From an optimization exercise on the open Yosys and OpenROAD flow, aimed at small area; shortcuts taken in it are not production practice. RTL that was checked went through simulation tests only; none was proved equivalent to the original. Power figures rest on the tool's default switching activity, not on a simulated workload.

== job 8519 ==
// cnn_top
module cnn_top
(
    input  logic        clk,
    input  logic        reset,
    input  logic        load_req,
    input  logic [15:0] load_cmd,        
    output logic        load_ack,
    input  logic        run_req,
    output logic        run_ack,
    output logic [81:0] result           
);
Size: roughly 1800 cells after synthesis, about 100 I/O pins, roughly 27000 µm² of cells after synthesis.
export LEC_CHECK = 0
export CAP_MARGIN = 20
export CORE_MARGIN = 2
export CORE_UTILIZATION = 60
export SLEW_MARGIN = 20
create_clock -name core_clock -period 10.0 [get_ports {clk}]
standard.sh (not shown) runs the stock make flow with config.mk's settings and CLKGATE_MAP_FILE= SYNTH_SCRIPT=/design/flow/synth_recipe.tcl, a recipe that flattens the netlist after the stock synthesis.
==> flow/flow/run.sh <==
#!/bin/bash
set -euo pipefail
export BUFFER_PORTS_ARGS="-buffer_cell sky130_fd_sc_hd__buf_1"
export CTS_ARGS="-sink_clustering_enable -repair_clock_nets -dont_use_dummy_load -buf_list sky130_fd_sc_hd__clkbuf_8 -sink_clustering_size 18 -sink_clustering_max_diameter 60"
bash standard.sh > standard.log 2>&1
## Diff of input files: job 9380 against job 8519
--- a/flow/design.v
+++ b/flow/design.v
@@ -591,62 +591,71 @@
             if (we && hit_wts && a_q - cls == 2'(m + 1))
             begin
                 wts[9*m + 8] <= din;
             end
         end
     end
     logic [7:0]  opa;                        
     logic [7:0]  opb;                        
     logic signed [19:0] sum;                 
     logic dense;
     logic idle;                              
-    logic hold;                              
-    logic upd;                               
+    logic hold;
     assign dense = state == S_DENSE;
     assign idle  = (state == S_CONV && cls[0]) || (state == S_CONV2 && !cls[0]);
     assign hold  = idle || state == S_FIN || state == S_ACK;
     always_comb
     begin
         if (dense || idle)
         begin
             opa = fea[0];
         end
         else
         begin
             opa = (ph == 2'd0) ? img[0] : (ph == 2'd1) ? img[5] : img[10];
         end
         if (dense)
         begin
             opb = wts[0];
         end
-        else if (hold)
+        else if (idle)
         begin
-            opb = upd ? 8'hff : 8'h00;
+            opb = 8'hff;                     
         end
         else
         begin
             opb = flt[0];
         end
     end
-    cnn_mac u_mac (.a(opa), .b(opb), .acc(scores[3]), .clr(psi0 && !hold), .q(sum));
+    cnn_mac u_mac (.a(opa), .b(opb), .acc(scores[3]), .clr(psi0 && !idle), .q(sum));
     always_ff @(posedge clk)
     begin
-        scores[3] <= sum;
+        if (!hold)
+        begin
+            scores[3] <= sum;
+        end
     end
     logic [5:0] slot_o;
     logic [3:0] tgt_g;
     logic       tgt_first;                   
+    logic       upd;
     logic [7:0] relu;
     assign slot_o = phi - 6'd8;
-    assign tgt_g     = scores[2][3:0];
-    assign tgt_first = scores[2][4];
+    always_ff @(posedge clk)
+    begin
+        if (psi_end)
+        begin
+            tgt_g     <= {slot_o[5:4], slot_o[2:1]};
+            tgt_first <= !slot_o[3] && !slot_o[0];
+        end
+    end
     assign upd  = idle && tgt_g == {ph, pl};
     assign relu = scores[3][19] ? 8'd0 : (|scores[3][18:8]) ? 8'd255 : scores[3][7:0];
     always_ff @(posedge clk)
     begin
         for (int p = 0; p < 8; p++)
         begin
             fea[p] <= fea[p + 1];
         end
         if (upd && (tgt_first || !sum[19]))
         begin
             fea[8] <= relu;
@@ -667,27 +676,22 @@
     assign nbest   = ~((scores[0] & {20{win_class == 2'd0}}) | (scores[1] & {20{win_class == 2'd1}})
                        | (scores[2] & {20{win_class[1]}}));
     assign ca     = {~scores[3][19], scores[3][18:0]};
     assign cb     = {~nbest[19], nbest[18:0]};
     assign gtc[0] = 1'b0;
     for (genvar i = 0; i < 20; i++)
     begin : g_gt
         assign gtc[i + 1] = (ca[i] & cb[i]) | (ca[i] & gtc[i]) | (cb[i] & gtc[i]);
     end
     always_ff @(posedge clk)
     begin
-        if ((state == S_CONV || state == S_CONV2) && psi_end)
-        begin
-            scores[2][3:0] <= {slot_o[5:4], slot_o[2:1]};
-            scores[2][4]   <= !slot_o[3] && !slot_o[0];
-        end
         if (cmp)
         begin
             for (int q = 0; q < 3; q++)
             begin
                 if (cmp_cls == 2'(q))
                 begin
                     scores[q] <= scores[3];
                 end
             end
             if (cmp_cls == 2'd0 || gtc[20])
             begin
==> run summary <==
Job 9380 finished end to end and its layout was clean on timing, DRC and antenna.
Job 9380 vs. job 8519: number of flops mapped to enable cells by yosys increased by 30 relative to the old numbers, final critical-path share of the clock period has decreased, met2 capacity usage during global routing shrank by 2.6 points, area of the core region saw little to no change, clock period minus final worst setup slack -0.063 ns.
Going from job 8519 to job 9380, power drawn by the sequential cells up about 2%, wire length down 3.1 mm.
Function not checked in job 9380: the RTL went through the layout flow alone.

## port drivers added, routing unchanged
The flow's constraints put no driver on any port. The routed layouts listed below were extracted and timed again, unchanged, in two steps.
Step 1 assumes that a clkbuf_16 drives the clock port and a buf_2 every other input.
Step 2, shift: input delay + t, output delay - t, t = (earliest + latest rising clock arrival at the registers) / 2. This alone moves slack from input paths to output paths.
Three values: no drivers, after step 1, after step 2; two values: the first two.
run	t (ns)	setup slack, ns	worst setup path after step 2	worst data-port slew with drivers (ns)
job 8519	0.680	0.297 / 0.297 / 0.297	register to register	0.05
job 9380	0.683	0.359 / 0.359 / 0.359	register to register	0.06
After both steps every run listed still meets setup and hold.
